Source: an optimization exercise on an open RTL-to-GDS flow (aim: small area, a short achievable clock period and few clock cycles per item). Production flows keep margins and buffers that such runs may drop. In this exercise RTL edits were held to simulation tests only and were not proved equivalent to the original.

Setup of P:
==> flow/design.v (excerpt) <==
module muldiv_unit #(
  parameter int WIDTH  = 64,
  parameter int REG_AW = 5
) (
  input  logic              iCLK,
  input  logic              iRST,
  input  logic              iStart,
  input  logic [2:0]        iOp,
  input  logic [WIDTH-1:0]  iOperandA,
  input  logic [WIDTH-1:0]  iOperandB,
  input  logic [REG_AW-1:0] iDestReg,
  output logic              oBusy,
  output logic              oStall,
  output logic              oDone,
  output logic              oRegWrite,
  output logic [REG_AW-1:0] oWriteRegister,
  output logic [WIDTH-1:0]  oResult
);
  localparam logic [2:0] OP_MUL   = 3'd0;
  localparam logic [2:0] OP_SMULH = 3'd1;
  localparam logic [2:0] OP_UMULH = 3'd2;
  localparam logic [2:0] OP_SDIV  = 3'd3;
  localparam logic [2:0] OP_UDIV  = 3'd4;
  logic              busy_q, done_q;
  logic              ph_booth_q, ph_shift_q, ph_div_q, ph_inc_q, ph_cmp_q, ph_fin_q;
  logic [64:0]       x_q;      
  logic [63:0]       y_q;      
  logic [64:0]       d_q;      
  logic              yb_q;     
  logic [5:0]        cnt_q;    
  logic [3:0]        sh_q;     
  logic [REG_AW-1:0] wr_q;
  logic              mul_lo_q;    
  logic              umulh_c_q;   
  logic              dneg_q;      
  logic              negq_q;      
  logic              qzero_q;     
  logic              ph_div_mode_q;   
  logic              p_div_q, p_shr_q, p_zero_q;
  logic              q_d_q, q_2d_q, q_y_q, inv_q, cin_q;
  logic [66:0] p_op, q_mag, q_op, sum;
  logic [67:0] sum_c;
  logic        p_ext;   
  always_comb begin
    p_ext = ~(p_zero_q | p_div_q | p_shr_q);
    p_op  = ({67{p_div_q}} & {x_q[64], x_q, y_q[63]})
          | ({67{p_shr_q}} & {{10{x_q[64]}}, x_q[64:8]})
          | ({67{p_ext}}   & {{2{x_q[64]}}, x_q});
    q_mag = ({67{q_d_q}}  & {{2{d_q[64]}}, d_q})
          | ({67{q_2d_q}} & {d_q[64], d_q, 1'b0})
          | ({67{q_y_q}}  & {3'b000, y_q});
    q_op  = q_mag ^ {67{inv_q}};
    sum_c = {p_op, 1'b1} + {q_op, cin_q};
    sum   = sum_c[67:1];
  end
  logic        in_mul, in_div, in_sdiv, in_umulh, in_mullo, in_aneg, in_swap;
  logic [64:0] ld_x, ld_d;
  logic [63:0] ld_y, mplier, mcand;
  logic [3:0]  in_n;     
  ...
For scale: roughly 230 flip-flops, about 210 I/O pins, about 0.020 mm^2 of cells after synthesis.
clock: 6.3 ns
lec_check: 0
cap_margin: 20
core_margin: 2
core_utilization: 50
setup_slack_margin: 3.0
slew_margin: 20
tns_end_percent: 0
standard.sh (not shown) runs the stock make flow with config.mk's settings and CLKGATE_MAP_FILE= SYNTH_SCRIPT=/design/flow/synth_recipe.tcl, a recipe that flattens the netlist after the stock synthesis.
==> flow/flow/run.sh <==
#!/bin/bash
# The standard layout (the standard.sh, standard synthesis included), with the
# port buffers that placement inserts on every input and output made of
# sky130_fd_sc_hd__buf_2 instead of the delay cell the resizer picks by default.
set -euo pipefail
bash standard.sh "BUFFER_PORTS_ARGS=-buffer_cell sky130_fd_sc_hd__buf_2" finish > standard_flow.log 2>&1
P finished all stages; the layout is clean.
Testbench counts of P, summed over its fixed seeds: cycles 49,122, ops 2,400.
Setup changes, P to Q
--- a/flow/design.v
+++ b/flow/design.v
@@ -33,12 +33,13 @@
   logic              mul_lo_q;    
   logic              umulh_c_q;   
   logic              dneg_q;      
   logic              negq_q;      
   logic              qzero_q;     
   logic              ph_div_mode_q;   
+  logic              res_y_q;         
   logic              p_div_q, p_shr_q, p_zero_q;
   logic              q_d_q, q_2d_q, q_y_q, inv_q, cin_q;
   logic [66:0] p_op, q_mag, q_op, sum;
   logic [67:0] sum_c;
   logic        p_ext;   
   always_comb begin
@@ -141,31 +142,32 @@
         end
       end else begin
         case (1'b1)
           ph_booth_q: begin
             if (!last_cnt)                 ph_booth_q <= 1'b1;
             else if (sh_q != 4'd0)         ph_shift_q <= 1'b1;
-            else if (mul_lo_q | umulh_c_q) ph_fin_q   <= 1'b1;
+            else if (umulh_c_q)            ph_fin_q   <= 1'b1;
             else begin busy_q <= 1'b0; done_q <= 1'b1; end
           end
           ph_shift_q: begin
             if (ph_div_mode_q) begin
               ph_div_q   <= lt_d;
               ph_shift_q <= ~lt_d;
             end else if (!last_sh)             ph_shift_q <= 1'b1;
-            else if (mul_lo_q | umulh_c_q)     ph_fin_q   <= 1'b1;
+            else if (umulh_c_q)                ph_fin_q   <= 1'b1;
             else begin busy_q <= 1'b0; done_q <= 1'b1; end
           end
           ph_div_q: begin
-            if (!last_cnt) ph_div_q <= 1'b1;
-            else           ph_fin_q <= 1'b1;
+            if (!last_cnt)   ph_div_q <= 1'b1;
+            else if (negq_q) ph_fin_q <= 1'b1;
+            else begin busy_q <= 1'b0; done_q <= 1'b1; end
           end
           ph_inc_q: ph_cmp_q <= 1'b1;
           ph_cmp_q: begin
-            ph_fin_q   <= ~cmp_go;
             ph_shift_q <= cmp_go;
+            if (!cmp_go) begin busy_q <= 1'b0; done_q <= 1'b1; end
           end
           ph_fin_q: begin
             busy_q <= 1'b0;
             done_q <= 1'b1;
           end
           default: begin
@@ -197,12 +199,14 @@
       umulh_c_q <= in_umulh & mplier[63];
       dneg_q    <= in_sdiv & iOperandB[63];
       negq_q    <= in_sdiv & (iOperandA[63] ^ iOperandB[63]);
       qzero_q   <= ~in_div | (iOperandB == 64'd0);
       ph_div_mode_q <= ~in_mul;
     end
+    if (!busy_q)       res_y_q <= in_mullo | ~in_mul;
+    else if (ph_fin_q) res_y_q <= 1'b0;
     if (!busy_q) begin
       cnt_q <= {in_n[3:0], 2'b11} - 6'd4;    
       sh_q  <= 4'd8 - in_n;
     end else if (ph_booth_q | ph_div_q) begin
       cnt_q <= cnt_q - 6'd1;
     end else if (ph_shift_q) begin
@@ -308,8 +312,8 @@
   end
   assign oBusy          = busy_q;
   assign oStall         = iStart | busy_q;
   assign oDone          = done_q;
   assign oRegWrite      = done_q;
   assign oWriteRegister = wr_q;
-  assign oResult        = x_q[63:0];
+  assign oResult        = res_y_q ? y_q : x_q[63:0];
 endmodule
--- outcome ---
- Number of buffers created by CTS ended up about 3.4% lower on Q than on P.
- Diff P -> Q | final cell count | increase of 85
- Area: Q vs P -> Q larger
- Worst setup slack: higher on Q
- The capture point of the critical path comes out x_q[58] in one run and x_q[61] in the other, namely in P and Q respectively.
- Relative to P, cell count along the critical path has gone down in Q.
- Q does worse than P on worst slack after detailed placement.
- Compared with P, Q shows a register-to-register slack that is 210 ps higher.
Testbench counts of Q, summed over its fixed seeds: cycles 47,801, ops 2,400.

## the previous run
The RTL this note starts from:
==> flow/design.v <==
module muldiv_unit #(
  parameter int WIDTH  = 64,
  parameter int REG_AW = 5
) (
  input  logic              iCLK,
  input  logic              iRST,
  input  logic              iStart,
  input  logic [2:0]        iOp,
  input  logic [WIDTH-1:0]  iOperandA,
  input  logic [WIDTH-1:0]  iOperandB,
  input  logic [REG_AW-1:0] iDestReg,
  output logic              oBusy,
  output logic              oStall,
  output logic              oDone,
  output logic              oRegWrite,
  output logic [REG_AW-1:0] oWriteRegister,
  output logic [WIDTH-1:0]  oResult
);
  localparam logic [2:0] OP_MUL   = 3'd0;
  localparam logic [2:0] OP_SMULH = 3'd1;
  localparam logic [2:0] OP_UMULH = 3'd2;
  localparam logic [2:0] OP_SDIV  = 3'd3;
  localparam logic [2:0] OP_UDIV  = 3'd4;
  logic              busy_q, done_q;
  logic              ph_booth_q, ph_shift_q, ph_div_q, ph_inc_q, ph_cmp_q, ph_fin_q;
  logic [64:0]       x_q;      
  logic [63:0]       y_q;      
  logic [64:0]       d_q;      
  logic              yb_q;     
  logic [5:0]        cnt_q;    
  logic [3:0]        sh_q;     
  logic [REG_AW-1:0] wr_q;
  logic              mul_lo_q;    
  logic              umulh_c_q;   
  logic              dneg_q;      
  logic              negq_q;      
  logic              qzero_q;     
  logic              ph_div_mode_q;   
  logic              res_y_q;         
  logic              p_div_q, p_shr_q, p_zero_q;
  logic              q_d_q, q_2d_q, q_y_q, inv_q, cin_q;
  logic [66:0] p_op, q_mag, q_op, sum;
  logic [67:0] sum_c;
  logic        p_ext;   
  always_comb begin
    p_ext = ~(p_zero_q | p_div_q | p_shr_q);
    p_op  = ({67{p_div_q}} & {x_q[64], x_q, y_q[63]})
          | ({67{p_shr_q}} & {{10{x_q[64]}}, x_q[64:8]})
          | ({67{p_ext}}   & {{2{x_q[64]}}, x_q});
    q_mag = ({67{q_d_q}}  & {{2{d_q[64]}}, d_q})
          | ({67{q_2d_q}} & {d_q[64], d_q, 1'b0})
          | ({67{q_y_q}}  & {3'b000, y_q});
    q_op  = q_mag ^ {67{inv_q}};
    sum_c = {p_op, 1'b1} + {q_op, cin_q};
    sum   = sum_c[67:1];
  end
  logic        in_mul, in_div, in_sdiv, in_umulh, in_mullo, in_aneg, in_swap;
  logic [64:0] ld_x, ld_d;
  logic [63:0] ld_y, mplier, mcand;
  logic [3:0]  in_n;     
  logic [7:1]  fits_a;   
  logic [7:1]  fits_b;   
  function automatic logic [7:1] fits_bytes(input logic [63:0] v);
    logic [7:0] zb, ob;
    logic       z, o;
    for (int j = 0; j < 8; j++) begin
      zb[j] = ~|v[8*j+:8];
      ob[j] = &v[8*j+:8];
    end
    for (int k = 1; k < 8; k++) begin
      z = ~v[8*k-1];
      o = v[8*k-1];
      for (int j = k; j < 8; j++) begin
        z = z & zb[j];
        o = o & ob[j];
      end
      fits_bytes[k] = z | o;
    end
  endfunction
  always_comb begin
    in_mul   = (iOp == OP_MUL) || (iOp == OP_SMULH) || (iOp == OP_UMULH);
    in_div   = (iOp == OP_SDIV) || (iOp == OP_UDIV);
    in_sdiv  = (iOp == OP_SDIV);
    in_umulh = (iOp == OP_UMULH);
    in_mullo = (iOp == OP_MUL);
    in_aneg  = in_sdiv & iOperandA[63];
    fits_a  = fits_bytes(iOperandA);
    fits_b  = fits_bytes(iOperandB);
    in_swap = |(fits_a & ~fits_b);
    mplier  = (in_swap | ~in_mul) ? iOperandA : iOperandB;
    mcand   = in_swap ? iOperandB : iOperandA;
    ld_x = (in_mul | in_aneg) ? 65'd0 : {1'b0, iOperandA};
    ld_y = ((in_mul | in_aneg) & ~busy_q) ? mplier : 64'd0;
    ld_d = in_mul ? {~in_umulh & mcand[63], mcand}
                  : {in_sdiv & iOperandB[63], iOperandB};
    in_n = 4'd8;
    for (int k = 7; k >= 1; k--) if (in_swap ? fits_a[k] : fits_b[k]) in_n = 4'(k);
  end
  function automatic logic [2:0] booth(input logic y1, input logic y0, input logic yb);
    booth[0] = y0 ^ yb;
    booth[1] = (y1 & ~y0 & ~yb) | (~y1 & y0 & yb);
    booth[2] = y1 & ~(y0 & yb);
  endfunction
  logic       accept;
  logic       last_cnt, last_sh;
  logic       lt_d;       
  logic [2:0] bd_ld, bd_nx;
  assign accept   = iStart & ~busy_q;
  assign last_cnt = (cnt_q == 6'd0);
  assign last_sh  = (sh_q == 4'd1);
  assign lt_d     = sum[66];
  logic div_inv;    
  logic cmp_go;     
  assign div_inv = lt_d ^ ~dneg_q;
  assign cmp_go  = ph_cmp_q & ~lt_d & ~qzero_q;
  assign bd_ld    = booth(mplier[1], mplier[0], 1'b0);
  assign bd_nx    = booth(y_q[3], y_q[2], y_q[1]);
  always_ff @(posedge iCLK or posedge iRST) begin
    if (iRST) begin
      busy_q     <= 1'b0;
      done_q     <= 1'b0;
      ph_booth_q <= 1'b0;
      ph_shift_q <= 1'b0;
      ph_div_q   <= 1'b0;
      ph_inc_q   <= 1'b0;
      ph_cmp_q   <= 1'b0;
      ph_fin_q   <= 1'b0;
    end else begin
      done_q     <= 1'b0;
      ph_booth_q <= 1'b0;
      ph_shift_q <= 1'b0;
      ph_div_q   <= 1'b0;
      ph_inc_q   <= 1'b0;
      ph_cmp_q   <= 1'b0;
      ph_fin_q   <= 1'b0;
      if (!busy_q) begin
        if (iStart) begin
          busy_q <= 1'b1;
          if (in_mul)       ph_booth_q <= 1'b1;
          else if (in_aneg) ph_inc_q   <= 1'b1;
          else              ph_cmp_q   <= 1'b1;
        end
      end else begin
        case (1'b1)
          ph_booth_q: begin
            if (!last_cnt)                 ph_booth_q <= 1'b1;
            else if (sh_q != 4'd0)         ph_shift_q <= 1'b1;
            else if (umulh_c_q)            ph_fin_q   <= 1'b1;
            else begin busy_q <= 1'b0; done_q <= 1'b1; end
          end
          ph_shift_q: begin
            if (ph_div_mode_q) begin
              ph_div_q   <= lt_d;
              ph_shift_q <= ~lt_d;
            end else if (!last_sh)             ph_shift_q <= 1'b1;
            else if (umulh_c_q)                ph_fin_q   <= 1'b1;
            else begin busy_q <= 1'b0; done_q <= 1'b1; end
          end
          ph_div_q: begin
            if (!last_cnt)   ph_div_q <= 1'b1;
            else if (negq_q) ph_fin_q <= 1'b1;
            else begin busy_q <= 1'b0; done_q <= 1'b1; end
          end
          ph_inc_q: ph_cmp_q <= 1'b1;
          ph_cmp_q: begin
            ph_shift_q <= cmp_go;
            if (!cmp_go) begin busy_q <= 1'b0; done_q <= 1'b1; end
          end
          ph_fin_q: begin
            busy_q <= 1'b0;
            done_q <= 1'b1;
          end
          default: begin
            busy_q <= 1'b0;
          end
        endcase
      end
    end
  end
  always_ff @(posedge iCLK) begin
    case (1'b1)
      !busy_q:                        x_q <= ld_x;
      ph_booth_q:                     x_q <= sum[66:2];
      ph_shift_q:                     x_q <= {{8{x_q[64]}}, x_q[64:8]};
      ph_cmp_q:                       x_q <= x_q;
      default:                        x_q <= {sum[64] & ~ph_inc_q, sum[63:0]};   
    endcase
    case (1'b1)
      !busy_q | ph_inc_q | ph_cmp_q:  y_q <= ld_y;
      ph_booth_q:                     y_q <= {sum[1:0], y_q[63:2]};
      ph_shift_q:                     y_q <= {x_q[7:0], y_q[63:8]};
      default:                        y_q <= {y_q[62:0], ~sum[66]};
    endcase
    yb_q <= busy_q ? y_q[1] : 1'b0;
    if (!busy_q) begin
      d_q       <= ld_d;
      wr_q      <= iDestReg;
      mul_lo_q  <= in_mullo;
      umulh_c_q <= in_umulh & mplier[63];
      dneg_q    <= in_sdiv & iOperandB[63];
      negq_q    <= in_sdiv & (iOperandA[63] ^ iOperandB[63]);
      qzero_q   <= ~in_div | (iOperandB == 64'd0);
      ph_div_mode_q <= ~in_mul;
    end
    if (!busy_q)       res_y_q <= in_mullo | ~in_mul;
    else if (ph_fin_q) res_y_q <= 1'b0;
    if (!busy_q) begin
      cnt_q <= {in_n[3:0], 2'b11} - 6'd4;    
      sh_q  <= 4'd8 - in_n;
    end else if (ph_booth_q | ph_div_q) begin
      cnt_q <= cnt_q - 6'd1;
    end else if (ph_shift_q) begin
      sh_q <= sh_q - 4'd1;
      if (ph_div_mode_q) cnt_q <= cnt_q + 6'd8;
    end else if (ph_cmp_q) begin
      cnt_q <= 6'h3f;    
    end
    p_div_q  <= 1'b0;
    p_shr_q  <= 1'b0;
    p_zero_q <= 1'b0;
    q_d_q    <= 1'b0;
    q_2d_q   <= 1'b0;
    q_y_q    <= 1'b0;
    inv_q    <= 1'b0;
    cin_q    <= 1'b0;
    if (!busy_q) begin
      if (in_mul) begin
        q_d_q  <= bd_ld[0];
        q_2d_q <= bd_ld[1];
        inv_q  <= bd_ld[2];
        cin_q  <= bd_ld[2];
      end else if (in_aneg) begin
        p_zero_q <= 1'b1;
        q_y_q    <= 1'b1;
        inv_q    <= 1'b1;
        cin_q    <= 1'b1;
      end else begin
        q_d_q <= 1'b1;
        inv_q <= ~(in_sdiv & iOperandB[63]);
        cin_q <= ~(in_sdiv & iOperandB[63]);
      end
    end else begin
      case (1'b1)
        ph_booth_q: begin
          if (!last_cnt) begin
            q_d_q  <= bd_nx[0];
            q_2d_q <= bd_nx[1];
            inv_q  <= bd_nx[2];
            cin_q  <= bd_nx[2];
          end else if (sh_q == 4'd0) begin
            if (ph_div_mode_q) begin
              p_zero_q <= 1'b1;
              q_y_q    <= 1'b1;
              inv_q    <= negq_q;
              cin_q    <= negq_q;
            end else if (mul_lo_q) begin
              p_zero_q <= 1'b1;
              q_y_q    <= 1'b1;
            end else begin
              q_d_q    <= 1'b1;
            end
          end
        end
        ph_shift_q: begin
          if (ph_div_mode_q) begin
            q_d_q   <= 1'b1;
            inv_q   <= ~dneg_q;
            cin_q   <= ~dneg_q;
          end else if (last_sh) begin
            if (mul_lo_q) begin
              p_zero_q <= 1'b1;
              q_y_q    <= 1'b1;
            end else begin
              q_d_q    <= 1'b1;
            end
          end
        end
        ph_div_q: begin
          if (!last_cnt) begin
            p_div_q <= 1'b1;
            q_d_q   <= 1'b1;
            inv_q   <= div_inv;
            cin_q   <= div_inv;
          end else begin
            p_zero_q <= 1'b1;
            q_y_q    <= 1'b1;
            inv_q    <= negq_q;
            cin_q    <= negq_q;
          end
        end
        ph_inc_q: begin
          q_d_q <= 1'b1;
          inv_q <= ~dneg_q;
          cin_q <= ~dneg_q;
        end
        ph_cmp_q: begin
        end
        default: ;
      endcase
      if (cmp_go) begin
        p_shr_q <= 1'b1;
        q_d_q   <= 1'b1;
        inv_q   <= ~dneg_q;
        cin_q   <= ~dneg_q;
      end
      if (ph_cmp_q & ~cmp_go) p_zero_q <= 1'b1;
      if (ph_shift_q & ph_div_mode_q) begin
        p_div_q <= lt_d;
        p_shr_q <= ~lt_d;
      end
    end
  end
  assign oBusy          = busy_q;
  assign oStall         = iStart | busy_q;
  assign oDone          = done_q;
  assign oRegWrite      = done_q;
  assign oWriteRegister = wr_q;
  assign oResult        = res_y_q ? y_q : x_q[63:0];
endmodule
clock: 6.3 ns
lec_check: 0
cap_margin: 20
core_margin: 2
core_utilization: 50
cts_buf_list: sky130_fd_sc_hd__clkbuf_4 sky130_fd_sc_hd__clkbuf_8
setup_slack_margin: 3.0
slew_margin: 20
tns_end_percent: 0
Scripts as last shown in full above: flow/flow/run.sh
Testbench counts of the previous run, summed over its fixed seeds: cycles 47,801, ops 2,400.
Relative to the previous run, the following input files were edited for the current run:
-- flow/design.v --
<<< the previous run, line 37
  logic              qzero_q;     
  logic              ph_div_mode_q;   
  logic              res_y_q;         
  logic              p_div_q, p_shr_q, p_zero_q;
  logic              q_d_q, q_2d_q, q_y_q, inv_q, cin_q;
>>> the current run, line 37
  logic              qzero_q;     
  logic              ph_div_mode_q;   
  logic              p_div_q, p_shr_q, p_zero_q;
  logic              q_d_q, q_2d_q, q_y_q, inv_q, cin_q;
<<< the previous run, line 146
            if (!last_cnt)                 ph_booth_q <= 1'b1;
            else if (sh_q != 4'd0)         ph_shift_q <= 1'b1;
            else if (umulh_c_q)            ph_fin_q   <= 1'b1;
            else begin busy_q <= 1'b0; done_q <= 1'b1; end
          end
>>> the current run, line 145
            if (!last_cnt)                 ph_booth_q <= 1'b1;
            else if (sh_q != 4'd0)         ph_shift_q <= 1'b1;
            else if (mul_lo_q | umulh_c_q) ph_fin_q   <= 1'b1;
            else begin busy_q <= 1'b0; done_q <= 1'b1; end
          end
<<< the previous run, line 154
              ph_shift_q <= ~lt_d;
            end else if (!last_sh)             ph_shift_q <= 1'b1;
            else if (umulh_c_q)                ph_fin_q   <= 1'b1;
            else begin busy_q <= 1'b0; done_q <= 1'b1; end
          end
          ph_div_q: begin
            if (!last_cnt)   ph_div_q <= 1'b1;
            else if (negq_q) ph_fin_q <= 1'b1;
            else begin busy_q <= 1'b0; done_q <= 1'b1; end
          end
          ph_inc_q: ph_cmp_q <= 1'b1;
          ph_cmp_q: begin
            ph_shift_q <= cmp_go;
            if (!cmp_go) begin busy_q <= 1'b0; done_q <= 1'b1; end
          end
          ph_fin_q: begin
>>> the current run, line 153
              ph_shift_q <= ~lt_d;
            end else if (!last_sh)             ph_shift_q <= 1'b1;
            else if (mul_lo_q | umulh_c_q)     ph_fin_q   <= 1'b1;
            else begin busy_q <= 1'b0; done_q <= 1'b1; end
          end
          ph_div_q: begin
            if (!last_cnt) ph_div_q <= 1'b1;
            else           ph_fin_q <= 1'b1;
          end
          ph_inc_q: ph_cmp_q <= 1'b1;
          ph_cmp_q: begin
            ph_fin_q   <= ~cmp_go;
            ph_shift_q <= cmp_go;
          end
          ph_fin_q: begin
<<< the previous run, line 203
      ph_div_mode_q <= ~in_mul;
    end
    if (!busy_q)       res_y_q <= in_mullo | ~in_mul;
    else if (ph_fin_q) res_y_q <= 1'b0;
    if (!busy_q) begin
      cnt_q <= {in_n[3:0], 2'b11} - 6'd4;    
>>> the current run, line 201
      ph_div_mode_q <= ~in_mul;
    end
    if (!busy_q) begin
      cnt_q <= {in_n[3:0], 2'b11} - 6'd4;    
<<< the previous run, line 316
  assign oRegWrite      = done_q;
  assign oWriteRegister = wr_q;
  assign oResult        = res_y_q ? y_q : x_q[63:0];
endmodule
>>> the current run, line 312
  assign oRegWrite      = done_q;
  assign oWriteRegister = wr_q;
  assign oResult        = x_q[63:0];
endmodule
### Flow results
- | number of multi-input combinational cells | lower: the current run |
- Compared to the previous run, the current run shows a narrower setup margin.
- Of the previous run and the current run, the run reporting the lower simple-gate share of the synthesized area was the previous run.
- Per the comparison of the current run with the previous run, count of standard-cell rows lost 1.4%, sequential cell count lost about 0.43%.
- A cell type of the slowest stage on the worst timing path of sky130_fd_sc_hd__or3_1 is what the previous run shows, while sky130_fd_sc_hd__a222oi_1 belongs to the current run.
- Changes observed in the current run relative to the previous run: number of enable-type register cells in the synthesized netlist fell about 0.66%; synthesis-to-layout area growth fell 2.9 points.
- The via count on the previous run is in line with that on the current run.
- Sequential share of layout area delta for the current run relative to the previous run: 0.67 points higher
- HPWL reported at the end of detailed placement: the current run vs the previous run up about 11%
Testbench counts of the current run, summed over its fixed seeds: cycles 49,122, ops 2,400.

==> what the ideal ports hide <==
The flow's constraints put no driver on any port. The routed layouts listed below were extracted and timed again, unchanged, in two steps. Step 1 sets driving cells, clkbuf_16 on the clock port and buf_2 on the other inputs (assumed; they add their load-dependent delay and slew). Step 2, shift: input delay + t, output delay - t, t = (earliest + latest rising clock arrival at the registers) / 2. This alone moves slack from input paths to output paths. a / b / c = ideal / step 1 / step 2; a / b = the first two.
| run | shift t [ns] | slack for setup (ns) | worst setup path after step 2 | cell pins on the clock port's net |
|---|---|---|---|---|
| P | 0.635 | 1.863 / 1.863 / 1.298 | input to register | 1 |
| Q | 0.642 | 2.075 / 2.075 / 1.471 | input to register | 1 |
| the previous run | 0.677 | 2.047 / 2.056 / 1.399 | input to register | 1 |
| the current run | 0.684 | 1.930 / 1.930 / 1.287 | input to register | 1 |
After both steps every run listed still meets setup and hold. The setup slack of the previous run, which loses most, moves by +0.009 ns with the drivers and by -0.648 ns with both steps.
